Context: an optimization exercise on an open-source flow, tuned for small area and a short achievable clock period. The choices shown serve that exercise and are no tape-out recipe. No functional check of the RTL was part of any run shown here. Power figures rest on the tool's default switching activity, not on a simulated workload.

==> config.mk <==
export PLATFORM = sky130hd
export DESIGN_NAME = trig_support_top
export DESIGN_NICKNAME = trig_support_top
export VERILOG_FILES = /design/flow/design.v
export SDC_FILE = /design/flow/constraint.sdc
export NUM_CORES = 4
export LEC_CHECK = 0
export ABC_AREA = 1
export CAP_MARGIN = 20
export CORE_MARGIN = 2
export CORE_UTILIZATION = 60
export SETUP_SLACK_MARGIN = 2.7
export SLEW_MARGIN = 20
==> constraint.sdc <==
create_clock -name core_clock -period 5.5 [get_ports {in_support_if}]
set_input_delay 1.1000 -clock core_clock [delete_from_list [all_inputs] [get_ports {in_support_if}]]
set_output_delay 1.1000 -clock core_clock [all_outputs]
set_load 0.01 [all_outputs]
==> design.v <==
`timescale 1ns/1ps
package trig_pkg;
  localparam int NUM_TRIGGERS = 4;
  localparam int TRIG_IDX_W = 2;
  localparam int XLEN = 32;
  localparam int ACCESS_BYTES = 4;
  localparam int ATTR_FIFO_DEPTH = 4;
  localparam int ATTR_PTR_W = $clog2(ATTR_FIFO_DEPTH);
  localparam int ATTR_CNT_W = $clog2(ATTR_FIFO_DEPTH + 1);
  typedef logic [XLEN-1:0] addr_t;
  typedef logic [NUM_TRIGGERS-1:0] trig_vec_t;
  typedef enum logic [3:0] {
    MATCH_EQ = 4'd0,
    MATCH_GE = 4'd2,
    MATCH_LT = 4'd3
  } match_kind_t;
  localparam addr_t TDATA1_DEFAULT = 32'hF800_0000;
  localparam int TDATA1_LOAD = 0;
  localparam int TDATA1_STORE = 1;
  localparam int TDATA1_EXECUTE = 2;
  localparam int TDATA1_U_MODE = 3;
  localparam int TDATA1_M_MODE = 6;
  localparam int TDATA1_MATCH_LSB = 7;
  localparam int TDATA1_MATCH_MSB = 10;
  localparam int TDATA1_TYPE_LSB = 28;
  localparam int TDATA1_TYPE_MSB = 31;
  localparam logic [3:0] TYPE_MCONTROL = 4'd2;
  localparam logic [3:0] TYPE_MCONTROL6 = 4'd6;
endpackage
`timescale 1ns/1ps
module trig_csr_regs (
  input  logic                                            in_support_if,
  input  logic                                            arst_n_i,
  input  logic                                            wb_cyc_i,
  input  logic                                            wb_stb_i,
  input  logic                                            wb_we_i,
  input  logic [2:0]                                      wb_adr_i,
  input  trig_pkg::addr_t                                 wb_dat_i,
  output logic                                            wb_ack_o,
  output trig_pkg::addr_t                                 wb_dat_o,
  output trig_pkg::addr_t [trig_pkg::NUM_TRIGGERS-1:0]    tdata1_o,
  output trig_pkg::addr_t [trig_pkg::NUM_TRIGGERS-1:0]    tdata2_o
);
  logic                           access;
  logic [7:0]                     onehot;
  logic [7:0]                     wr_en;
  trig_pkg::addr_t                rdata;
  assign access = wb_cyc_i && wb_stb_i && !wb_ack_o;
  always_ff @(posedge in_support_if or negedge arst_n_i) begin
    if (!arst_n_i) begin
      wb_ack_o <= 1'b0;
    end else begin
      wb_ack_o <= access;
    end
  end
  always_comb begin
    for (int r = 0; r < 8; r++) begin
      onehot[r] = (r[2] ? wb_adr_i[2] : ~wb_adr_i[2]) &
                  (r[1] ? wb_adr_i[1] : ~wb_adr_i[1]) &
                  (r[0] ? wb_adr_i[0] : ~wb_adr_i[0]);
      wr_en[r]  = access & wb_we_i & onehot[r];
    end
  end
  always_ff @(posedge in_support_if or negedge arst_n_i) begin
    if (!arst_n_i) begin
      tdata1_o <= {trig_pkg::NUM_TRIGGERS{trig_pkg::TDATA1_DEFAULT}};
      tdata2_o <= '0;
    end else begin
      for (int t = 0; t < trig_pkg::NUM_TRIGGERS; t++) begin
        if (wr_en[2*t]) begin
          tdata1_o[t] <= wb_dat_i;
        end
        if (wr_en[2*t+1]) begin
          tdata2_o[t] <= wb_dat_i;
        end
      end
    end
  end
  always_comb begin
    rdata = '0;
    for (int t = 0; t < trig_pkg::NUM_TRIGGERS; t++) begin
      rdata = rdata | ({trig_pkg::XLEN{onehot[2*t]}}   & tdata1_o[t])
                    | ({trig_pkg::XLEN{onehot[2*t+1]}} & tdata2_o[t]);
    end
  end
  always_ff @(posedge in_support_if) begin
    wb_dat_o <= rdata;
  end
endmodule
`timescale 1ns/1ps
module trig_decode (
  input  trig_pkg::addr_t [trig_pkg::NUM_TRIGGERS-1:0]     tdata1_i,
  input  logic                                             retire_valid_i,
  input  logic                                             retire_mmode_i,
  output trig_pkg::trig_vec_t                              exec_en_o,
  output trig_pkg::trig_vec_t                              load_en_o,
  output trig_pkg::trig_vec_t                              store_en_o,
  output trig_pkg::match_kind_t [trig_pkg::NUM_TRIGGERS-1:0] match_kind_o
);
  logic [3:0]          trig_type [trig_pkg::NUM_TRIGGERS];
  trig_pkg::trig_vec_t type_ok;
  trig_pkg::trig_vec_t mode_ok;
  trig_pkg::trig_vec_t general_en;
  always_comb begin
    for (int t = 0; t < trig_pkg::NUM_TRIGGERS; t++) begin
      trig_type[t] = tdata1_i[t][trig_pkg::TDATA1_TYPE_MSB:trig_pkg::TDATA1_TYPE_LSB];
      type_ok[t] = (trig_type[t] == trig_pkg::TYPE_MCONTROL) ||
                   (trig_type[t] == trig_pkg::TYPE_MCONTROL6);
      mode_ok[t] = retire_mmode_i ? tdata1_i[t][trig_pkg::TDATA1_M_MODE]
                                  : tdata1_i[t][trig_pkg::TDATA1_U_MODE];
      general_en[t] = retire_valid_i && type_ok[t] && mode_ok[t];
      exec_en_o[t]  = general_en[t] && tdata1_i[t][trig_pkg::TDATA1_EXECUTE];
      load_en_o[t]  = general_en[t] && tdata1_i[t][trig_pkg::TDATA1_LOAD];
      store_en_o[t] = general_en[t] && tdata1_i[t][trig_pkg::TDATA1_STORE];
      match_kind_o[t] = trig_pkg::match_kind_t'(
        tdata1_i[t][trig_pkg::TDATA1_MATCH_MSB:trig_pkg::TDATA1_MATCH_LSB]);
    end
  end
endmodule
`timescale 1ns/1ps
module trig_execute (
  input  trig_pkg::addr_t [trig_pkg::NUM_TRIGGERS-1:0]       tdata2_i,
  input  trig_pkg::match_kind_t [trig_pkg::NUM_TRIGGERS-1:0] match_kind_i,
  input  trig_pkg::addr_t                                    retire_pc_i,
  input  trig_pkg::addr_t                                    retire_mem_addr_i,
  input  logic [trig_pkg::ACCESS_BYTES-1:0]                  retire_rmask_i,
  input  logic [trig_pkg::ACCESS_BYTES-1:0]                  retire_wmask_i,
  output trig_pkg::trig_vec_t                                pc_match_o,
  output trig_pkg::trig_vec_t                                load_match_o,
  output trig_pkg::trig_vec_t                                store_match_o
);
  logic [29:0] word;
  logic [1:0]  low;
  logic        word_top;
  assign word     = retire_mem_addr_i[31:2];
  assign low      = retire_mem_addr_i[1:0];
  assign word_top = &word;
  function automatic logic [1:0] cmp32(input logic [31:0] a, input logic [31:0] b);
    logic [31:0] g, p;
    g = a & ~b;
    p = a | ~b;
    for (int w = 16; w >= 1; w = w / 2) begin
      for (int k = 0; k < w; k++) begin
        g[k] = g[2*k+1] | (p[2*k+1] & g[2*k]);
        p[k] = p[2*k+1] & p[2*k];
      end
    end
    cmp32 = {g[0] | p[0], p[0] & ~g[0]};
  endfunction
  logic [3:0] rmask0, rmask1, wmask0, wmask1;
  logic       r0, r1, w0, w1;
  always_comb begin
    rmask0 = '0; rmask1 = '0; wmask0 = '0; wmask1 = '0;
    for (int b = 0; b < trig_pkg::ACCESS_BYTES; b++) begin
      for (int j = 0; j < 4; j++) begin
        if (32'(low) + b == j) begin
          rmask0[j] = retire_rmask_i[b];
          wmask0[j] = retire_wmask_i[b];
        end
        if (32'(low) + b == j + 4) begin
          rmask1[j] = retire_rmask_i[b];
          wmask1[j] = retire_wmask_i[b];
        end
      end
    end
    r0 = |rmask0;
    r1 = |rmask1;
    w0 = |wmask0;
    w1 = |wmask1;
  end
  always_comb begin
    for (int t = 0; t < trig_pkg::NUM_TRIGGERS; t++) begin
      logic        k_eq, k_ge, k_lt;
      logic        pc_eq, pc_ge;
      logic [29:0] th;
      logic [1:0]  tl;
      logic [29:0] bit_eq, bit_gt, next_ok;
      logic        eq0, ge0, gt0, lt0, eq1, gt1, lt1;
      logic [3:0]  lsel;
      logic        re0, re1, we0, we1;
      k_eq = match_kind_i[t] == trig_pkg::MATCH_EQ;
      k_ge = match_kind_i[t] == trig_pkg::MATCH_GE;
      k_lt = match_kind_i[t] == trig_pkg::MATCH_LT;
      {pc_ge, pc_eq} = cmp32(retire_pc_i, tdata2_i[t]);
      pc_match_o[t] = (k_eq & pc_eq) | (k_ge & pc_ge) | (k_lt & ~pc_ge);
      th = tdata2_i[t][31:2];
      tl = tdata2_i[t][1:0];
      eq0 = word == th;
      ge0 = word >= th;
      gt0 = ge0 & ~eq0;
      lt0 = ~ge0;
      bit_eq = ~(word ^ th);
      bit_gt = word & ~th;
      next_ok = {bit_eq[29:1] ^ bit_gt[28:0], ~bit_eq[0]};
      eq1 = &next_ok;
      gt1 = ge0 & ~word_top;
      lt1 = ~gt1 & ~eq1;
      for (int j = 0; j < 4; j++) begin
        lsel[j] = (k_eq & (2'(j) == tl)) | (k_ge & (2'(j) >= tl)) | (k_lt & (2'(j) < tl));
      end
      re0 = |(rmask0 & lsel);
      re1 = |(rmask1 & lsel);
      we0 = |(wmask0 & lsel);
      we1 = |(wmask1 & lsel);
      load_match_o[t]  = (eq0 & re0) | (eq1 & re1) |
                         (k_ge & ((gt0 & r0) | (gt1 & r1))) |
                         (k_lt & ((lt0 & r0) | (lt1 & r1)));
      store_match_o[t] = (eq0 & we0) | (eq1 & we1) |
                         (k_ge & ((gt0 & w0) | (gt1 & w1))) |
                         (k_lt & ((lt0 & w0) | (lt1 & w1)));
    end
  end
endmodule
`timescale 1ns/1ps
module trig_result (
  input  logic                in_support_if,
  input  logic                arst_n_i,
  input  logic                retire_valid_i,
  input  trig_pkg::trig_vec_t exec_en_i,
  input  trig_pkg::trig_vec_t load_en_i,
  input  trig_pkg::trig_vec_t store_en_i,
  input  trig_pkg::trig_vec_t pc_match_i,
  input  trig_pkg::trig_vec_t load_match_i,
  input  trig_pkg::trig_vec_t store_match_i,
  output logic                match_valid_o,
  output trig_pkg::trig_vec_t hit_exec_o,
  output trig_pkg::trig_vec_t hit_load_o,
  output trig_pkg::trig_vec_t hit_store_o,
  output logic                any_exec_o,
  output logic                any_load_o,
  output logic                any_store_o
);
  trig_pkg::trig_vec_t exec_hit;
  trig_pkg::trig_vec_t load_raw_q;
  trig_pkg::trig_vec_t store_raw_q;
  assign exec_hit = exec_en_i & pc_match_i;
  always_ff @(posedge in_support_if or negedge arst_n_i) begin
    if (!arst_n_i) begin
      match_valid_o <= 1'b0;
      hit_exec_o    <= '0;
      any_exec_o    <= 1'b0;
      load_raw_q    <= '0;
      store_raw_q   <= '0;
    end else begin
      match_valid_o <= retire_valid_i;
      hit_exec_o    <= exec_hit;
      any_exec_o    <= |exec_hit;
      load_raw_q    <= load_en_i & load_match_i;
      store_raw_q   <= store_en_i & store_match_i;
    end
  end
  assign hit_load_o  = any_exec_o ? '0 : load_raw_q;
  assign hit_store_o = any_exec_o ? '0 : store_raw_q;
  assign any_load_o  = ~any_exec_o & (|load_raw_q);
  assign any_store_o = ~any_exec_o & (|store_raw_q);
endmodule
`timescale 1ns/1ps
module obi_attr_fifo #(
  parameter int WIDTH = 1
) (
  input  logic     in_support_if,
  input  logic     arst_n_i,
  input  logic     req_i,
  input  logic     gnt_i,
  input  logic     rvalid_i,
  input  logic [WIDTH-1:0] attr_i,
  output logic [WIDTH-1:0] attr_o
);
  localparam int DEPTH = trig_pkg::ATTR_FIFO_DEPTH;
  localparam int LANE  = (WIDTH > 8) ? 8 : WIDTH;
  localparam int NLANE = (WIDTH + LANE - 1) / LANE;
  logic [WIDTH-1:0]                  mem [DEPTH];
  logic [trig_pkg::ATTR_PTR_W-1:0]   wr_ptr;
  logic [DEPTH-1:0]                  fill;
  logic                              push;
  logic                              pop;
  assign push = req_i && gnt_i && !fill[DEPTH-1];
  assign pop  = rvalid_i && fill[0];
  always_ff @(posedge in_support_if or negedge arst_n_i) begin
    if (!arst_n_i) begin
      wr_ptr <= '0;
      fill   <= '0;
    end else begin
      if (push) begin
        wr_ptr <= wr_ptr + 1'b1;
      end
      if (push && !pop) begin
        fill <= {fill[DEPTH-2:0], 1'b1};
      end else if (pop && !push) begin
        fill <= {1'b0, fill[DEPTH-1:1]};
      end
    end
  end
  always_ff @(posedge in_support_if) begin
    if (push) begin
      mem[wr_ptr] <= attr_i;
    end
  end
  for (genvar l = 0; l < NLANE; l++) begin : g_lane
    localparam int LO = l * LANE;
    localparam int HI = (LO + LANE > WIDTH) ? WIDTH - 1 : LO + LANE - 1;
    logic [DEPTH-1:0] rd_state;
    logic [DEPTH-1:0] rd_onehot;
    logic [HI-LO:0]   head;
    assign rd_onehot = {rd_state[DEPTH-1:1], ~rd_state[0]};
    always_ff @(posedge in_support_if or negedge arst_n_i) begin
      if (!arst_n_i) begin
        rd_state <= '0;
      end else if (pop) begin
        rd_state <= {rd_onehot[DEPTH-2:0], ~rd_onehot[DEPTH-1]};
      end
    end
    always_comb begin
      head = '0;
      for (int i = 0; i < DEPTH; i++) begin
        head = head | ({(HI-LO+1){rd_onehot[i]}} & mem[i][HI:LO]);
      end
    end
    assign attr_o[HI:LO] = {(HI-LO+1){pop}} & head;
  end
endmodule
`timescale 1ns/1ps
module trig_support_top (
  input  logic                              in_support_if,
  input  logic                              arst_n_i,
  input  logic                              wb_cyc_i,
  input  logic                              wb_stb_i,
  input  logic                              wb_we_i,
  input  logic [2:0]                        wb_adr_i,
  input  trig_pkg::addr_t                   wb_dat_i,
  output logic                              wb_ack_o,
  output trig_pkg::addr_t                   wb_dat_o,
  input  logic                              retire_valid_i,
  input  trig_pkg::addr_t                   retire_pc_i,
  input  trig_pkg::addr_t                   retire_mem_addr_i,
  input  logic [trig_pkg::ACCESS_BYTES-1:0] retire_rmask_i,
  input  logic [trig_pkg::ACCESS_BYTES-1:0] retire_wmask_i,
  input  logic                              retire_mmode_i,
  output logic                              match_valid_o,
  output trig_pkg::trig_vec_t               hit_exec_o,
  output trig_pkg::trig_vec_t               hit_load_o,
  output trig_pkg::trig_vec_t               hit_store_o,
  output logic                              any_exec_o,
  output logic                              any_load_o,
  output logic                              any_store_o,
  input  logic                              data_req_i,
  input  logic                              data_gnt_i,
  input  logic                              data_rvalid_i,
  input  logic                              data_we_i,
  output logic                              data_resp_was_store_o,
  input  logic                              instr_req_i,
  input  logic                              instr_gnt_i,
  input  logic                              instr_rvalid_i,
  input  trig_pkg::addr_t                   instr_addr_i,
  output trig_pkg::addr_t                   instr_resp_pc_o
);
  trig_pkg::addr_t [trig_pkg::NUM_TRIGGERS-1:0]       tdata1;
  trig_pkg::addr_t [trig_pkg::NUM_TRIGGERS-1:0]       tdata2;
  trig_pkg::match_kind_t [trig_pkg::NUM_TRIGGERS-1:0] match_kind;
  trig_pkg::trig_vec_t exec_en, load_en, store_en;
  trig_pkg::trig_vec_t pc_match, load_match, store_match;
  trig_csr_regs trig_csr_regs_i (
    .in_support_if (in_support_if), .arst_n_i (arst_n_i),
    .wb_cyc_i (wb_cyc_i), .wb_stb_i (wb_stb_i), .wb_we_i (wb_we_i),
    .wb_adr_i (wb_adr_i), .wb_dat_i (wb_dat_i),
    .wb_ack_o (wb_ack_o), .wb_dat_o (wb_dat_o),
    .tdata1_o (tdata1), .tdata2_o (tdata2)
  );
  trig_decode trig_decode_i (
    .tdata1_i (tdata1), .retire_valid_i (retire_valid_i), .retire_mmode_i (retire_mmode_i),
    .exec_en_o (exec_en), .load_en_o (load_en), .store_en_o (store_en),
    .match_kind_o (match_kind)
  );
  trig_execute trig_execute_i (
    .tdata2_i (tdata2), .match_kind_i (match_kind),
    .retire_pc_i (retire_pc_i), .retire_mem_addr_i (retire_mem_addr_i),
    .retire_rmask_i (retire_rmask_i), .retire_wmask_i (retire_wmask_i),
    .pc_match_o (pc_match), .load_match_o (load_match), .store_match_o (store_match)
  );
  trig_result trig_result_i (
    .in_support_if (in_support_if), .arst_n_i (arst_n_i), .retire_valid_i (retire_valid_i),
    .exec_en_i (exec_en), .load_en_i (load_en), .store_en_i (store_en),
    .pc_match_i (pc_match), .load_match_i (load_match), .store_match_i (store_match),
    .match_valid_o (match_valid_o), .hit_exec_o (hit_exec_o),
    .hit_load_o (hit_load_o), .hit_store_o (hit_store_o),
    .any_exec_o (any_exec_o), .any_load_o (any_load_o), .any_store_o (any_store_o)
  );
  obi_attr_fifo #(.WIDTH (1)) data_store_fifo (
    .in_support_if (in_support_if), .arst_n_i (arst_n_i),
    .req_i (data_req_i), .gnt_i (data_gnt_i), .rvalid_i (data_rvalid_i),
    .attr_i (data_we_i), .attr_o (data_resp_was_store_o)
  );
  obi_attr_fifo #(.WIDTH (trig_pkg::XLEN)) instr_pc_fifo (
    .in_support_if (in_support_if), .arst_n_i (arst_n_i),
    .req_i (instr_req_i), .gnt_i (instr_gnt_i), .rvalid_i (instr_rvalid_i),
    .attr_i (instr_addr_i), .attr_o (instr_resp_pc_o)
  );
endmodule
==> flow/run.sh <==
#!/bin/bash
# Standard layout, with every port buffered by the smallest buffer cell
# instead of the resizer's default choice, and a clock tree with larger
# sink clusters and no dummy loads
export BUFFER_PORTS_ARGS="-buffer_cell sky130_fd_sc_hd__buf_1"
export CTS_ARGS="-sink_clustering_enable -repair_clock_nets -dont_use_dummy_load -sink_clustering_size 24 -sink_clustering_max_diameter 60"
bash standard.sh > standard.log 2>&1
==> standard.sh <==
#!/bin/bash
# synth_recipe.tcl (not shown) runs the flow's synth.tcl, then flattens the netlist and writes it again
# the make line also repeats each setting of config.mk as NAME=value (left out here)
make -C /OpenROAD-flow-scripts/flow DESIGN_CONFIG=/design/flow/config.mk WORK_HOME=/design/flow/orfs CLKGATE_MAP_FILE= SYNTH_SCRIPT=/design/flow/synth_recipe.tcl "${@:-finish}"
==> results.txt, run 1 <==
Routing
In the final routed layout, each cell accounts on average for about 24 µm. Across all layers, the routed design uses 25400 vias. In the routed layout, each cell is associated on average with a via count of roughly 6.2.

After the first detailed-routing iteration, the DRC count stood at between 3000 and 4000. The number of iterations in the first detailed-routing pass is 8. The remaining design rule violation count is 0. Wires add up to around 97 mm. The count of nets left with antenna violations after detail routing is 0.

Clock tree
Hold repair after CTS inserted 0 buffers. TritonCTS built the clock tree. The CTS buffer count is 35. The cell at the root of the clock tree is sky130_fd_sc_hd__clkbuf_16. The sink count of the clock tree is roughly 470. The clock passes through at most 3 buffers. The clock slew seen by the registers of the worst setup and hold paths is roughly 0.09 ns.

The number of levels in the clock H-tree is 2. The clock reaches the later pin of the worst-skew pair after 0.58 ns.

Yosys
The biggest area consumer among synthesized cells is sky130_fd_sc_hd__dfrtp_1. The synthesized design contains between 400 and 500 register bits. The multiplexer fraction of the synthesized cell area is 0%. The most repeated cell in the gate-level netlist after synthesis is sky130_fd_sc_hd__nand2_1. Yosys printed 7 warnings.

The cell count after synthesis is 3236. The most frequently used flop master after synthesis is sky130_fd_sc_hd__dfrtp_1. The proportion of register bits with asynchronous set or reset after synthesis is approximately 65%. The simple-gate portion of the synthesized area is 19.7%. Yosys attributes the largest share of cell area to sky130_fd_sc_hd__dfrtp_1 26%, sky130_fd_sc_hd__edfxtp_1 15%, sky130_fd_sc_hd__nand2_1 11%, sky130_fd_sc_hd__ha_1 6.2%, sky130_fd_sc_hd__o21ai_0 6.0%.

Averaged over all synthesized cells, the footprint is approximately 8.4 µm². Summing the areas of all xor and xnor instances in the mapped netlist gives under 10% of the synthesized area. The number of synthesized flops with an enable pin is 132. The netlist uses between 50 and 60 different library cells. The share of the Yosys chip area taken by registers is approximately 45%.

The commonest cells after synthesis are 798 x sky130_fd_sc_hd__nand2_1, 430 x sky130_fd_sc_hd__inv_1, 326 x sky130_fd_sc_hd__o21ai_0. The area fraction in compound gates after synthesis is about 15%. The fraction of synthesized cell area taken by the top area cell type is 26.2%. The number of nets in the synthesized netlist is ~3600.

By area, the combinational part of the netlist is dominated by simple AND/OR/NAND/NOR gates. The cell area after technology mapping is approximately 0.027 mm². The post-synthesis share of cell area spent on full adders, half adders and majority gates is about a tenth.

Final layout
Once layout is complete, the utilization of the core stands at around 70%. The growth of design area from synthesis to finish is 14.4%. At the end of the flow, the number of nets in the layout was ~3800. The fraction of layout instances using a drive strength above 1 is a little under a tenth.

Timing
The max-slew violation count is 0. The count of final hold-check violations is 0. The final setup violation count is 0. Across all hold checks on the routed design, the worst slack comes to approximately 0.48 ns. The timing-limited maximum frequency is between 300 and 400 MHz.

The final critical-path share of the clock period is 54.1%. The final critical-path setup slack is around 2.5 ns. On the final layout, the worst clock skew is between 0.04 and 0.05 ns. In the final timing run, aggregate negative setup slack is 0 ns.

Setup repair after global routing could not meet its margin everywhere. The slew of the pin with the lowest slew margin is ~1.1 ns. The tightest slew margin relative to the limit is between 20% and 30%. The minimum period implied by the final worst setup slack is about 3 ns.

Setup path
The classification of the worst setup path is reg2out. The destination of the worst register-to-register timing path is trig_result_i.load_raw_q[3]$_DFF_PN0_. The capturing element type of the critical path is an output port. The kind of start point of the critical path is a flop. Along the worst path, the maximum fanout reaches 8. The critical path starts at instr_pc_fifo.g_lane[0].rd_state[0]$_DFFE_PN0P_.

For the worst setup path, the data arrival time is 1.87 ns. The worst register-to-register path has a setup slack of ~2.9 ns. The reg-to-reg startpoint is trig_csr_regs_i.tdata2_o[118]$_DFFE_PN0P_.

STA puts the critical path data required time at roughly 4.4 ns. The path depth of the worst reg2reg path is 11.

Power and ir drop
Across the VDD grid, the largest voltage drop is 0.422 mV. The power density normalized to cell area is between 300 and 400 mW/mm². The reported leakage power is around 14 nW.

Min path
The hold-critical path endpoint is trig_csr_regs_i.wb_ack_o$_DFF_PN0_. The path type of the worst min-delay path is reg2reg. The startpoint of the most critical hold path is trig_csr_regs_i.wb_ack_o$_DFF_PN0_. The count of cells along the worst hold path is 1.

Global routing
The global routing usage summed across all routing layers is between 40 and 50%. After global routing the overflow that remains totals 0. The number of global-route vias before repair is about 24000. The global-route wire length before repair is 144 mm.

The initial antenna violation count is 17. The maximum number of pins on one net before global-route repair is around 150.

Status
The run finished with no timing, DRC or antenna violations.

Floorplan
The number of placement rows is 77. The die outline width is about 220 µm. The area of the core region is 0.0444 mm². In this run the count of I/O pins placed on the die edge is about 240. The vertical die dimension is between 200 and 250 µm. The area of the die is about 0.047 mm².

The initial utilization of the core area, before any placement, comes to about 61%.

Placed design
After legalization and detailed placement, the total HPWL measured 67.1 mm. The congestion estimate from routability-driven global placement came to approximately 1.0. Before CTS, the worst setup slack after placement is ~1.4 ns. The port buffer count is 234.

Job
Max-cap violations in this run came to 0.
timing repair:
action	4_1_cts	5_1_grt
gates resized for setup	110	135
pin swaps	18	36
setup buffers	22	3
endpoints found under the setup margin	225	85
gates cloned	10	1
worst max path at each step:
| stage | depth (start not counted) | endpoint |
|---|---|---|
| 2_1_floorplan | 2 | instr_pc_fifo.mem[0][0]$_DFFE_PP_ |
| 4_1_cts | 5 | instr_resp_pc_o[6] |
| 5_1_grt | 4 | instr_resp_pc_o[4] |
| 3_3_place_gp | 8 | trig_csr_regs_i.tdata2_o[65]$_DFFE_PN0P_ |
| 3_5_place_dp | 8 | trig_csr_regs_i.tdata2_o[70]$_DFFE_PN0P_ |
| 6_report | 4 | instr_resp_pc_o[4] |
layout make-up:
class | instances | area, µm²
clock buffers | 35 | 876
flip-flops and latches | 467 | 12200
inverters | 436 | 1640
multi-input cells | 2248 | 13800
fillers | 3572 | 13500
repair buffers | 283 | 1610
well taps | 592 | 741
diodes | 14 | 35.0
stage by stage:
step                std cells  total power, mW  cell area, µm²
global route             4072             12.1           30900
global placement         3990             8.58           28800
detailed placement       3990             8.71           28800
floorplan                3236             7.28           27300
CTS                      4057             11.2           30400
finish                   4075             11.6           31000
routing by layer:
| metal | share of wire, % | track usage (%) | vias to the layer above |
|---|---|---|---|
| met5 | 0.037 | 0 | - |
| met4 | 6.3 | 22.6 | 6 |
| met3 | 11 | 8.00 | 369 |
| met2 | 46 | 64.8 | 1600 |
| met1 | 37 | 52.6 | 12100 |
| li1 | - | - | 11300 |
flip-flops by register name, summed over array words and instances (netlist names):
signal and cells:
trig_result_i.any_exec_o 1, trig_result_i.match_valid_o 1, trig_result_i.store_raw_q 4, instr_pc_fifo.fill 4, data_store_fifo.mem 4, trig_csr_regs_i.wb_dat_o 32, data_store_fifo.g_lane.rd_state 4, data_store_fifo.fill 4
trig_csr_regs_i.wb_ack_o 1, instr_pc_fifo.mem 128, data_store_fifo.wr_ptr 2, trig_result_i.load_raw_q 4, instr_pc_fifo.wr_ptr 2, trig_csr_regs_i.tdata1_o 128, trig_result_i.hit_exec_o 4, instr_pc_fifo.g_lane.rd_state 16
trig_csr_regs_i.tdata2_o 128
where the power goes:
group	total (mW)	switching (mW)	internal (mW)	leakage [nW]
registers	4.94	0.644	4.30	5.05
clock network	2.31	1.18	1.13	0.431
logic	4.31	2.82	1.48	8.21
placed cells by master, fill, tap and decap left out, types with 35 or more instances in the layout:
master / Yosys / final
sky130_fd_sc_hd__a21oi_1: 131 / 126
sky130_fd_sc_hd__buf_1: 11 / 174
sky130_fd_sc_hd__nand3_1: 117 / 107
sky130_fd_sc_hd__edfxtp_1: 132 / 132
sky130_fd_sc_hd__o21ai_0: 326 / 323
sky130_fd_sc_hd__inv_1: 430 / 425
sky130_fd_sc_hd__xnor2_1: 39 / 39
sky130_fd_sc_hd__fa_1: 56 / 56
sky130_fd_sc_hd__buf_4: 3 / 35
sky130_fd_sc_hd__ha_1: 134 / 120
sky130_fd_sc_hd__clkbuf_16: 0 / 35
sky130_fd_sc_hd__dfrtp_1: 283 / 277
sky130_fd_sc_hd__nand2_1: 798 / 792
sky130_fd_sc_hd__o22ai_1: 64 / 64
sky130_fd_sc_hd__nand4_1: 49 / 49
sky130_fd_sc_hd__nor2_1: 223 / 207
critical path, cell delays in order (launching register included):
cell	delay (ns)
sky130_fd_sc_hd__dfrtp_1	0.41
sky130_fd_sc_hd__inv_1	0.30
sky130_fd_sc_hd__a22oi_1	0.21
sky130_fd_sc_hd__a31oi_4	0.20
sky130_fd_sc_hd__buf_2	0.17
logic make-up (layout without fill, tap and decap cells):
group | Yosys count | in the layout
buffers and inverters | 530 | 754
other | 0 | 14
and+or+nand+nor | 1269 | 1278
xor gates and xnor gates | 59 | 59
DFF | 467 | 467
AOI/OAI and AO/OA | 721 | 721
adders and majority gates | 190 | 190
==> run 2: changes to the inputs <==
--- a/design.v
+++ b/design.v
@@ -267,28 +267,41 @@
   output logic [WIDTH-1:0] attr_o
 );
   localparam int DEPTH = trig_pkg::ATTR_FIFO_DEPTH;
-  localparam int LANE  = (WIDTH > 8) ? 8 : WIDTH;
-  localparam int NLANE = (WIDTH + LANE - 1) / LANE;
   logic [WIDTH-1:0]                  mem [DEPTH];
   logic [trig_pkg::ATTR_PTR_W-1:0]   wr_ptr;
+  logic [DEPTH-1:0]                  rd_onehot;
+  logic [DEPTH-1:0]                  rd_state;
   logic [DEPTH-1:0]                  fill;
   logic                              push;
   logic                              pop;
+  logic [WIDTH-1:0]                  head;
   assign push = req_i && gnt_i && !fill[DEPTH-1];
   assign pop  = rvalid_i && fill[0];
+  assign rd_onehot = {rd_state[DEPTH-1:1], ~rd_state[0]};
+  always_comb begin
+    head = '0;
+    for (int i = 0; i < DEPTH; i++) begin
+      head = head | ({WIDTH{rd_onehot[i]}} & mem[i]);
+    end
+  end
+  assign attr_o = {WIDTH{pop}} & head;
   always_ff @(posedge in_support_if or negedge arst_n_i) begin
     if (!arst_n_i) begin
-      wr_ptr <= '0;
-      fill   <= '0;
+      wr_ptr    <= '0;
+      rd_state  <= '0;
+      fill      <= '0;
     end else begin
-      if (push) begin
-        wr_ptr <= wr_ptr + 1'b1;
-      end
       if (push && !pop) begin
         fill <= {fill[DEPTH-2:0], 1'b1};
       end else if (pop && !push) begin
         fill <= {1'b0, fill[DEPTH-1:1]};
       end
+      if (push) begin
+        wr_ptr <= wr_ptr + 1'b1;
+      end
+      if (pop) begin
+        rd_state <= {rd_onehot[DEPTH-2:0], ~rd_onehot[DEPTH-1]};
+      end
     end
   end
   always_ff @(posedge in_support_if) begin
@@ -296,28 +309,6 @@
       mem[wr_ptr] <= attr_i;
     end
   end
-  for (genvar l = 0; l < NLANE; l++) begin : g_lane
-    localparam int LO = l * LANE;
-    localparam int HI = (LO + LANE > WIDTH) ? WIDTH - 1 : LO + LANE - 1;
-    logic [DEPTH-1:0] rd_state;
-    logic [DEPTH-1:0] rd_onehot;
-    logic [HI-LO:0]   head;
-    assign rd_onehot = {rd_state[DEPTH-1:1], ~rd_state[0]};
-    always_ff @(posedge in_support_if or negedge arst_n_i) begin
-      if (!arst_n_i) begin
-        rd_state <= '0;
-      end else if (pop) begin
-        rd_state <= {rd_onehot[DEPTH-2:0], ~rd_onehot[DEPTH-1]};
-      end
-    end
-    always_comb begin
-      head = '0;
-      for (int i = 0; i < DEPTH; i++) begin
-        head = head | ({(HI-LO+1){rd_onehot[i]}} & mem[i][HI:LO]);
-      end
-    end
-    assign attr_o[HI:LO] = {(HI-LO+1){pop}} & head;
-  end
 endmodule
 `timescale 1ns/1ps
 module trig_support_top (
--- a/config.mk
+++ b/config.mk
@@ -9,5 +9,5 @@
 export CAP_MARGIN = 20
 export CORE_MARGIN = 2
 export CORE_UTILIZATION = 60
-export SETUP_SLACK_MARGIN = 2.7
+export SETUP_SLACK_MARGIN = 2.4
 export SLEW_MARGIN = 20
==> run 2 against run 1 <==
Effect of this change:
- still clean
- clock skew grew 0.012 ns
- clock power is essentially flat
- combinational power shrank 7.7%
- hold slack gained 0.0035 ns
- non-clock buffer count shrank 16
- critical path depth grew 8
- global-route usage shrank 0.31 points
- cell count grew 0.47%
- wire length shrank 2.3%
- via count shrank 1.2%
- area after synthesis shrank 0.21%
- critical path type is now in2reg
- largest power group unchanged
- highest routed layer unchanged
==> results.txt, run 2 <==
Clock tree
The CTS buffer count is 37 (+5.7%). The sink count of the clock tree is 455 (-2.6%). TritonCTS built the clock tree. The clock slew seen by the registers of the worst setup and hold paths is 0.07 ns (-0.02 ns).

The post-cts hold buffer count came to 0 (unchanged). The number of levels in the clock H-tree is 2 (unchanged). The buffer levels on the longest clock path is 3 (unchanged).

The cell at the root of the clock tree is sky130_fd_sc_hd__clkbuf_16. The clock latency at the later pin of the worst-skew pair is 0.58 ns (about the same).

Power and ir drop
The design internal power is 6.64 mW (-3.9%). The switching power is 4.34 mW (-6.7%). The reported leakage power is 13.4 nW (-1.9%). The switching share of power is 39.5% (-0.70 points). The fraction of power consumed by combinational cells is 36.2% (-1.1 points). The clock group share of total power came to 21.3% (+1.3 points). The worst IR drop on VDD is 0.380 mV (-9.9%). The proportion of power drawn by flip-flops and latches is 42.5% (-0.3 points). The power density normalized to cell area is 370 mW/mm² (-0.82%).

Floorplan
The number of placement rows is 77 (unchanged). The die outline width is 216 µm (-0.10%). The area of the core region is 0.0443 mm² (-0.22%). The total I/O pin count is 235 (unchanged). The vertical die dimension is 216 µm (-0.10%). The area of the die is 0.0467 mm² (-0.20%). The initial core utilization is 60.9% (about the same).

Final layout
Leaving out fill and tap cells, the most frequent cell in the layout is sky130_fd_sc_hd__nand2_1. The fraction of layout instances using a drive strength above 1 is 5.29% (-4.3 points). The number of nets at the end of the flow is 3845 (+0.81%). In the layout the commonest cells are 875 x sky130_fd_sc_hd__nand2_1, 446 x sky130_fd_sc_hd__inv_1, 331 x sky130_fd_sc_hd__o21ai_0.

The largest registers in the layout are instr_pc_fifo.mem: 128 flops, trig_csr_regs_i.tdata1_o: 128 flops, trig_csr_regs_i.tdata2_o: 128 flops. From synthesis to final layout, the design area changed by 9.70%. The number of filler instances in the final layout was 3743 (+4.8%).

The core occupancy in the finished layout is 66.9% (-2.8 points).

Yosys
The post-synthesis cell type count is 50 (-2.0%). The yosys synthesis warning count was 7 (unchanged). The most used flip-flop cell after synthesis is sky130_fd_sc_hd__dfrtp_1. The fraction of synthesized cell area taken by the top area cell type came to 25.1% (-1.1 points). The cell area after technology mapping is 0.0270 mm² (-0.21%). The portion of the post-synthesis area used by sequential elements is 44.1% (-1.0 points). The proportion of register bits with asynchronous set or reset after synthesis was 64.0% (-0.93 points). The number of synthesized flops with an enable pin is 132 (unchanged). By count the netlist is led by 877 x sky130_fd_sc_hd__nand2_1, 447 x sky130_fd_sc_hd__inv_1, 331 x sky130_fd_sc_hd__o21ai_0.

The cell count after synthesis was 3289 (+1.6%). The biggest area contributor in the post-synthesis netlist is sky130_fd_sc_hd__dfrtp_1. The most repeated cell in the gate-level netlist after synthesis is sky130_fd_sc_hd__nand2_1. The number of nets in the synthesized netlist was 3632 (+1.5%).

In the post-synthesis netlist, the biggest area contributors are sky130_fd_sc_hd__dfrtp_1 25%, sky130_fd_sc_hd__edfxtp_1 15%, sky130_fd_sc_hd__nand2_1 12%, sky130_fd_sc_hd__inv_1 6.2%, sky130_fd_sc_hd__ha_1 6.2%. The flop and latch count out of synthesis came to 455 (-2.6%). The synthesized area divided by synthesized cell count is 8.21 µm² (-1.8%).

Timing
The post-route clock skew came to 0.0618 ns (+0.0118 ns). The timing-limited maximum frequency came to 325 MHz (-3.5%). The count of final hold-check violations is 0 (unchanged). The minimum period implied by the final worst setup slack was 3.08 ns (+0.108 ns). The slew of the pin with the lowest slew margin is 1.21 ns (+0.0869 ns). The tightest slew margin relative to the limit is 19.3% (-5.8 points). The final sum of negative setup slack is 0 ns (unchanged). Setup repair after global routing could not meet its margin everywhere. The final critical-path share of the clock period came to 56.0% (+2.0 points). The max-slew violation count was 0 (unchanged).

The final setup violation count was 0 (unchanged).

Job
The number of maximum-capacitance constraint violations is 0 (unchanged).

Min path
The path type of the worst min-delay path is reg2reg. The startpoint identified for the worst hold timing path is trig_csr_regs_i.wb_ack_o$_DFF_PN0_. The worst hold path terminates at trig_csr_regs_i.wb_ack_o$_DFF_PN0_. The count of cells along the worst hold path came to 1 (unchanged).

Setup path
Walking the worst path, the cells encountered are buf_1 -> ha_1 -> fa_1 -> nand4_1 -> nor2_1 -> nand2_1 -> nor4_1 -> nand4_1 -> nand3_1 -> nand2_1 -> nand2_1 -> a21oi_1. The count of buffer and inverter cells on the critical path was 1 (-1). The worst register-to-register path begins at trig_csr_regs_i.tdata2_o[28]$_DFFE_PN0P_. The data required time at the worst endpoint is 5.93 ns (+1.53 ns).

The worst-case register-to-register setup slack is 2.71 ns (-0.20 ns). The setup path with the least slack is of type in2reg. The data arrival time of the critical path was 3.51 ns (+1.64 ns). The worst setup path is launched from an input pin.

The worst setup path is captured at a flop. The cell that appears most often on the critical path is sky130_fd_sc_hd__nand2_1. The largest individual stage delay along the critical path comes from the cell sky130_fd_sc_hd__fa_1. The path depth of the worst reg2reg path was 12 (+1). The delay of the slowest cell on the worst path was 0.53 ns (+0.12 ns). The largest fanout on the critical path is 5 (-3). The cell family contributing the most delay on the critical path is simple AND/OR/NAND/NOR gates. The destination of the worst register-to-register timing path is trig_result_i.store_raw_q[0]$_DFF_PN0_.

Routing
The detailed-route vias per instance is 6.14 (-1.6%). The remaining design rule violation count is 0 (unchanged). The aggregate routed wire length is 94.6 mm (-2.3%). The first-iteration detailed-routing DRC count came to 3237 (+5.9%). The number of iterations in the first detailed-routing pass came to 6 (-2). The via count is 25100 (-1.2%). The post-detailed-route wirelength per cell is 23.1 µm (-2.8%). The count of nets left with antenna violations after detail routing was 0 (unchanged).

Global routing
The initial antenna violation count is 4 (-13). The global routing usage summed across all routing layers is 40.4% (-0.31 points). The remaining global-route overflow is 0 (unchanged). The number of global-route vias before repair is 24300 (-0.56%). The global-route wire length before repair came to 143 mm (-0.49%). The maximum number of pins on one net before global-route repair came to 133 (-14%).

Placed design
The last weighted congestion value of the routability-driven placer was 1.05 (+1.2%). The port buffer count is 234 (unchanged). The post-detailed-placement half-perimeter wirelength is 71.1 mm (+6.0%).

Status
The flow ran to the end and the layout has no timing, DRC or antenna violations.
## run 2: area by class of cell
type / instances / area (µm²) / share of cell area (%)
tap: 592 / 741 / 2.50
antenna: 2 / 5.00 / 0.0169
sequential: 455 / 11900 / 40.2
inverter: 465 / 1750 / 5.92
multi-input combinational: 2276 / 13100 / 44.2
clock buffer: 37 / 926 / 3.12
timing repair buffer: 267 / 1190 / 4.02
## run 2: power groups by stage
| stage | Sequential [mW] | Clock (mW) | Combinational (mW) |
|---|---|---|---|
| floorplan | 4.52 | 0 | 2.49 |
| global placement | 4.65 | 0 | 3.72 |
| detailed placement | 4.69 | 0 | 3.81 |
| CTS | 4.63 | 2.34 | 3.85 |
| global route | 4.71 | 2.45 | 4.37 |
| finish | 4.66 | 2.34 | 3.98 |
## run 2: worst max path at each step
stage | start | endpoint | slack, ns | cells past startpoint
after detailed placement | retire_mem_addr_i[9] | trig_result_i.store_raw_q[0]$_DFF_PN0_ | 1.52 | 9
after global placement | retire_mem_addr_i[7] | trig_result_i.store_raw_q[2]$_DFF_PN0_ | 1.64 | 9
after CTS | instr_rvalid_i | instr_resp_pc_o[31] | 2.40 | 5
final | retire_mem_addr_i[10] | trig_result_i.store_raw_q[0]$_DFF_PN0_ | 2.42 | 12
after floorplan | instr_req_i | instr_pc_fifo.mem[0][0]$_DFFE_PP_ | 2.42 | 2
after global routing | wb_adr_i[0] | trig_csr_regs_i.tdata1_o[16]$_DFFE_PN0P_ | 2.37 | 7
## run 2: logic make-up after synthesis
family / Yosys count / synth area share (%)
AO/OA/AOI/OAI: 679 / 14.7
XOR/XNOR: 62 / 2.01
adder cells (fa/ha/maj): 190 / 10.4
buffers and inverters: 560 / 7.93
flip-flops: 455 / 44.1
AND/OR/NAND/NOR: 1343 / 20.9
## run 2: per-stage QoR
step	hold WS [ns]	area (µm²)	power, mW	std cells	setup slack, ns
3_3_place_gp	0.430	28500	8.38	4050	1.64
4_1_cts	0.485	29500	10.8	4090	2.40
5_1_grt	0.505	29600	11.5	4093	2.37
6_report	0.483	29600	11.0	4094	2.42
2_1_floorplan	0.453	27000	7.02	3289	2.42
3_5_place_dp	0.453	28500	8.50	4050	1.52
## run 2: timing repair
action,4_1_cts,5_1_grt
endpoints found under the setup margin,66,54
pin swaps,3,3
cloned,1,1
buffers inserted,2,1
gates resized for setup,7,25
## run 2: worst register-to-register path, delay by kind of cell (launching register included)
| kind | cells | cell delay (ns) |
|---|---|---|
| AND/OR/NAND/NOR | 7 | 1.32 |
| AO/OA/AOI/OAI | 1 | 0.06 |
| buffers and inverters | 2 | 0.16 |
| flip-flops | 1 | 0.36 |
| adder cells (fa/ha/maj) | 2 | 0.74 |
## run 2: layer usage
| layer | share of wire (%) | wire length, µm | GRT usage, % |
|---|---|---|---|
| met1 | 38 | 36400 | 53.8 |
| met2 | 45 | 42300 | 62.6 |
| met3 | 11 | 10200 | 8.45 |
| met4 | 6.0 | 5690 | 21.4 |
| met5 | 0.049 | 46 | 0 |
==> run 3: changes to the inputs <==
--- a/config.mk
+++ b/config.mk
@@ -5,7 +5,6 @@
 export SDC_FILE = /design/flow/constraint.sdc
 export NUM_CORES = 4
 export LEC_CHECK = 0
-export ABC_AREA = 1
 export CAP_MARGIN = 20
 export CORE_MARGIN = 2
 export CORE_UTILIZATION = 60
==> run 3 against run 2 <==
Effect of this change:
- clock skew fell by 0.013 ns
- synthesized cell count fell by 26%
- clock power fell by 2%
- die area fell by 4.9%
- register-to-register slack got worse by 0.53 ns
- area after synthesis fell by 5.0%
- sequential power rose by 1%
- largest power group unchanged
- wire length fell by 5.4%
- still clean on timing, DRC and antenna
- via count fell by 13%
- non-clock buffer count rose by 26
- count of clock-buffer cells in the layout fell by 1
==> results.txt, run 3 <==
Status
The flow ran to the end and the layout has no timing, DRC or antenna violations.

Yosys
The flop and latch count out of synthesis came to 455 (unchanged). In the synthesized netlist the dominant register cell turns out to be sky130_fd_sc_hd__dfrtp_1. The portion of the post-synthesis area used by sequential elements is 46.4% (+2.3 points). The biggest area consumer among synthesized cells is sky130_fd_sc_hd__dfrtp_1.

After synthesis, the most frequently instantiated cells are 271 x sky130_fd_sc_hd__dfrtp_1, 238 x sky130_fd_sc_hd__nand2_1, 210 x sky130_fd_sc_hd__a22oi_1. The number of nets in the synthesized netlist is 2774 (-24%). The post-synthesis cell type count is 77 (+54%). The fraction of synthesized cell area taken by the top area cell type is 26.4% (+1.3 points). The cell count after synthesis came to 2431 (-26%). The proportion of register bits with asynchronous set or reset after synthesis is 64.0% (unchanged).

The cell area after technology mapping was 0.0257 mm² (-5.0%). Among all cell types in the netlist, the one instantiated most often is sky130_fd_sc_hd__dfrtp_1. Yosys attributes the largest share of cell area to sky130_fd_sc_hd__dfrtp_1 26%, sky130_fd_sc_hd__edfxtp_1 15%, sky130_fd_sc_hd__ha_1 6.5%, sky130_fd_sc_hd__a22oi_1 6.1%, sky130_fd_sc_hd__mux2_2 6.1%.

The yosys synthesis warning count is 7 (unchanged). The number of synthesized flops with an enable pin is 132 (unchanged). The synthesized area divided by synthesized cell count is 10.6 µm² (+29%).

Timing
The slew of the pin with the lowest slew margin was 1.02 ns (-0.190 ns). The worst hold margin is 0.488 ns (+0.00516 ns). Setup repair after global routing could not meet its margin everywhere. The final critical-path share of the clock period is 63.3% (+7.3 points). The final critical-path setup slack is 2.02 ns (-0.400 ns). The minimum period implied by the final worst setup slack was 3.48 ns (+0.400 ns). The max-slew violation count came to 0 (unchanged).

The post-route clock skew is 0.0489 ns (-0.0129 ns). The tightest slew margin relative to the limit is 31.5% (+12 points). The final setup violation count is 0 (unchanged).

The timing-limited maximum frequency is 287 MHz (-11%). The count of final hold-check violations is 0 (unchanged). The final sum of negative setup slack is 0 ns (unchanged).

Setup path
The data required time at the worst endpoint is 5.92 ns (about the same). The data arrival time of the critical path was 3.90 ns (+0.39 ns). The worst setup path is of the in2reg kind. For this design, the slowest cell found on the critical path is sky130_fd_sc_hd__or4_4. Walking the worst path, the cells encountered are buf_8 -> inv_8 -> buf_4 -> a222oi_1 -> o21ai_0 -> or4_4 -> o21bai_2 -> nand4_4 -> nor4b_4 -> o31a_1 -> or4_1.

The capturing element type of the critical path is a flop. The delay of the slowest cell on the worst path is 0.62 ns (+0.09 ns). The largest fanout on the critical path is 5 (unchanged). The kind of start point of the critical path is an input pin.

Routing
The via count was 21900 (-13%). The detailed-route vias per instance was 6.85 (+12%). The wire length on met3 came to 9.51 mm (-6.8%). The remaining design rule violation count came to 0 (unchanged). The detailed-routed wire length on met2 came to 39.9 mm (-5.7%).

The aggregate routed wire length is 89.5 mm (-5.4%). The count of nets left with antenna violations after detail routing is 0 (unchanged). The post-detailed-route wirelength per cell is 27.9 µm (+21%). The highest layer touched by signal routing is met5. The first-iteration detailed-routing DRC count is 2972 (-8.2%). The number of iterations in the first detailed-routing pass is 6 (unchanged).

The wire length on met1 was 35.0 mm (-3.8%).

Final layout
The number of filler instances in the final layout is 3274 (-13%). The largest registers in the layout are instr_pc_fifo.mem: 128 flops, trig_csr_regs_i.tdata1_o: 128 flops, trig_csr_regs_i.tdata2_o: 128 flops. The fraction of layout instances using a drive strength above 1 is 15.2% (+9.9 points). The area growth from synthesis to layout is 13.1%. The number of nets at the end of the flow is 3000 (-22%). The area used by sequential logic in the layout is 0.0119 mm² (about the same). The library cell used most frequently in the layout, excluding fill and tap cells, is sky130_fd_sc_hd__dfrtp_1. The area taken by multi-input logic gates is 0.0133 mm² (+1.7%). In the layout the commonest cells are 269 x sky130_fd_sc_hd__dfrtp_1, 236 x sky130_fd_sc_hd__nand2_1, 209 x sky130_fd_sc_hd__a22oi_1.

Floorplan
The number of placement rows was 75 (-2.6%). The vertical die dimension is 211 µm (-2.5%). The area of the die was 0.0444 mm² (-4.9%). The initial core utilization is 61.0% (+0.090 points). The total I/O pin count is 235 (unchanged).

The die outline width came to 211 µm (-2.5%). The area of the core region is 0.0420 mm² (-5.1%).

Global routing
The initial antenna violation count is 9 (+5). The global routing usage summed across all routing layers is 39.8% (-0.58 points). The maximum number of pins on one net before global-route repair is 105 (-21%). The global-route wire length before repair is 132 mm (-7.4%). The remaining global-route overflow came to 0 (unchanged). The number of global-route vias before repair was 21300 (-12%).

Power and ir drop
The switching share of power came to 37.9% (-1.7 points). The worst IR drop on VDD is 0.328 mV (-14%). The switching power came to 4.08 mW (-5.9%).

The reported leakage power came to 11.7 nW (-13%). The design internal power is 6.70 mW (+0.92%). The power density normalized to cell area was 371 mW/mm² (+0.29%).

The proportion of power drawn by flip-flops and latches was 43.8% (+1.3 points). The fraction of power consumed by combinational cells is 34.9% (-1.3 points). The clock group share of total power is 21.3% (about the same).

Clock tree
The clock latency at the later pin of the worst-skew pair was 0.57 ns (about the same). The CTS buffer count is 36 (-2.7%). The buffer levels on the longest clock path is 3 (unchanged).

The cell at the root of the clock tree is sky130_fd_sc_hd__clkbuf_16. The number of levels in the clock H-tree is 2 (unchanged). The TritonCTS clock tree is done.

The clock slew seen by the registers of the worst setup and hold paths is 0.08 ns (about the same). The sink count of the clock tree is 455 (unchanged).

Min path
The path type of the worst min-delay path is reg2reg.

Placed design
The worst setup timing slack at the placement stage came to 0.905 ns (-0.620 ns). The last weighted congestion value of the routability-driven placer was 1.06 (+1.0%). The port buffer count was 234 (unchanged). The post-detailed-placement half-perimeter wirelength is 64.5 mm (-9.3%).

Job
The number of maximum-capacitance constraint violations is 0 (unchanged).
run 3: cell types whose count changed after synthesis, moves of 83 or more:
cell	change
sky130_fd_sc_hd__a22oi_1	+160
sky130_fd_sc_hd__inv_1	-275
sky130_fd_sc_hd__mux2_2	+139
sky130_fd_sc_hd__nand2_1	-639
sky130_fd_sc_hd__nand3_1	-83
sky130_fd_sc_hd__nor2_1	-144
sky130_fd_sc_hd__o21ai_0	-148
run 3: final timing paths:
check | from | endpoint | slack [ns] | cells after the start
max in group asynchronous | arst_n_i | trig_csr_regs_i.tdata1_o[65]$_DFFE_PN0P_ | 3.79 | 2
min in group asynchronous | arst_n_i | instr_pc_fifo.rd_state[2]$_DFFE_PN0P_ | 0.57 | 1
hold / removal | trig_csr_regs_i.tdata1_o[77]$_DFFE_PN0P_ | trig_csr_regs_i.wb_dat_o[13]$_DFF_P_ | 0.49 | 2
setup / recovery | retire_pc_i[23] | trig_result_i.any_exec_o$_DFF_PN0_ | 2.02 | 11
hold reg to reg | trig_csr_regs_i.tdata1_o[77]$_DFFE_PN0P_ | trig_csr_regs_i.wb_dat_o[13]$_DFF_P_ | 0.49 | 2
setup reg to reg | trig_csr_regs_i.tdata2_o[127]$_DFFE_PN0P_ | trig_result_i.any_exec_o$_DFF_PN0_ | 2.18 | 9
run 3: power groups by stage:
stage               Sequential [mW]  Clock, mW  Combinational, mW
CTS                            4.68       2.32               3.55
finish                         4.72       2.29               3.77
detailed placement             4.73          0               3.44
floorplan                      4.49          0               2.29
global route                   4.77       2.42               4.07
global placement               4.71          0               3.36
run 3: worst max-delay path, delay by kind of cell:
family,cells,cell delay (ns)
AOI/OAI and AO/OA,4,1.28
and+or+nand+nor,4,1.25
buffers and inverters,3,0.24
run 3: area by class of cell:
| type | count | area share [%] |
|---|---|---|
| well taps | 539 | 2.32 |
| repair buffers | 293 | 5.16 |
| flip-flops and latches | 455 | 41.1 |
| clock buffers | 36 | 3.10 |
| inverters | 181 | 2.39 |
| diodes | 8 | 0.0690 |
| multi-input cells | 1690 | 45.9 |
run 3: kinds of logic after synthesis:
kind of cell | Yosys count | share of synthesized area, %
AOI/OAI and AO/OA | 649 | 16.7
and+or+nand+nor | 596 | 11.6
DFF | 455 | 46.4
buffers and inverters | 289 | 4.23
adders and majority gates | 216 | 11.9
muxes | 159 | 6.89
xor gates and xnor gates | 67 | 2.29
run 3: through the flow:
stage | power, mW | instances | util [%] | instance area (µm²)
floorplan | 6.78 | 2431 | - | 25700
global placement | 8.07 | 3129 | 64.6 | 27200
detailed placement | 8.17 | 3129 | 64.6 | 27200
CTS | 10.6 | 3184 | 67.8 | 28500
global route | 11.3 | 3201 | 69.0 | 29000
finish | 10.8 | 3202 | 69.0 | 29000
run 3: per-layer routing:
| layer | up-vias | track usage [%] |
|---|---|---|
| li1 | 9458 | - |
| met5 | - | 0 |
| met1 | 10800 | 54.6 |
| met2 | 1353 | 61.1 |
| met3 | 316 | 8.13 |
| met4 | 4 | 19.0 |
run 3: repair_timing:
item	CTS	global route
hold endpoints to repair	0	0
buffers inserted	18	8
pin swaps	17	49
endpoints found under the setup margin	105	28
resized for setup	72	111
cloned	1	2
hold buffers	0	0

-- re-timing with driven ports --
The results above use ideal ports. As a check the final layouts listed here were re-extracted and re-timed, cells and wires unchanged. Step 1 (the two cells are an assumption about what drives the block):
set clk [get_ports {in_support_if}]
set_driving_cell -lib_cell sky130_fd_sc_hd__clkbuf_16 $clk
set_driving_cell -lib_cell sky130_fd_sc_hd__buf_2 [delete_from_list [all_inputs] $clk]
Step 2 adds t to the input delays and takes it off the output delays; t is the mean of the earliest and latest rising clock arrival at the registers after step 1. Input paths then give back, and output paths get back, about the clock's delay inside the block. Slacks: ideal / step 1 / step 2; pairs: ideal / step 1.
| run | t (ns) | setup slack, ns | cell pins on the clock port's net |
|---|---|---|---|
| run 1 | 0.617 | 2.526 / 2.462 / 2.113 | 1 |
| run 2 | 0.620 | 2.418 / 2.442 / 1.836 | 1 |
| run 3 | 0.615 | 2.018 / 2.016 / 1.402 | 1 |
After both steps every run listed still meets setup and hold. The setup slack of run 3, which loses most, moves by -0.002 ns with the drivers and by -0.616 ns with both steps.
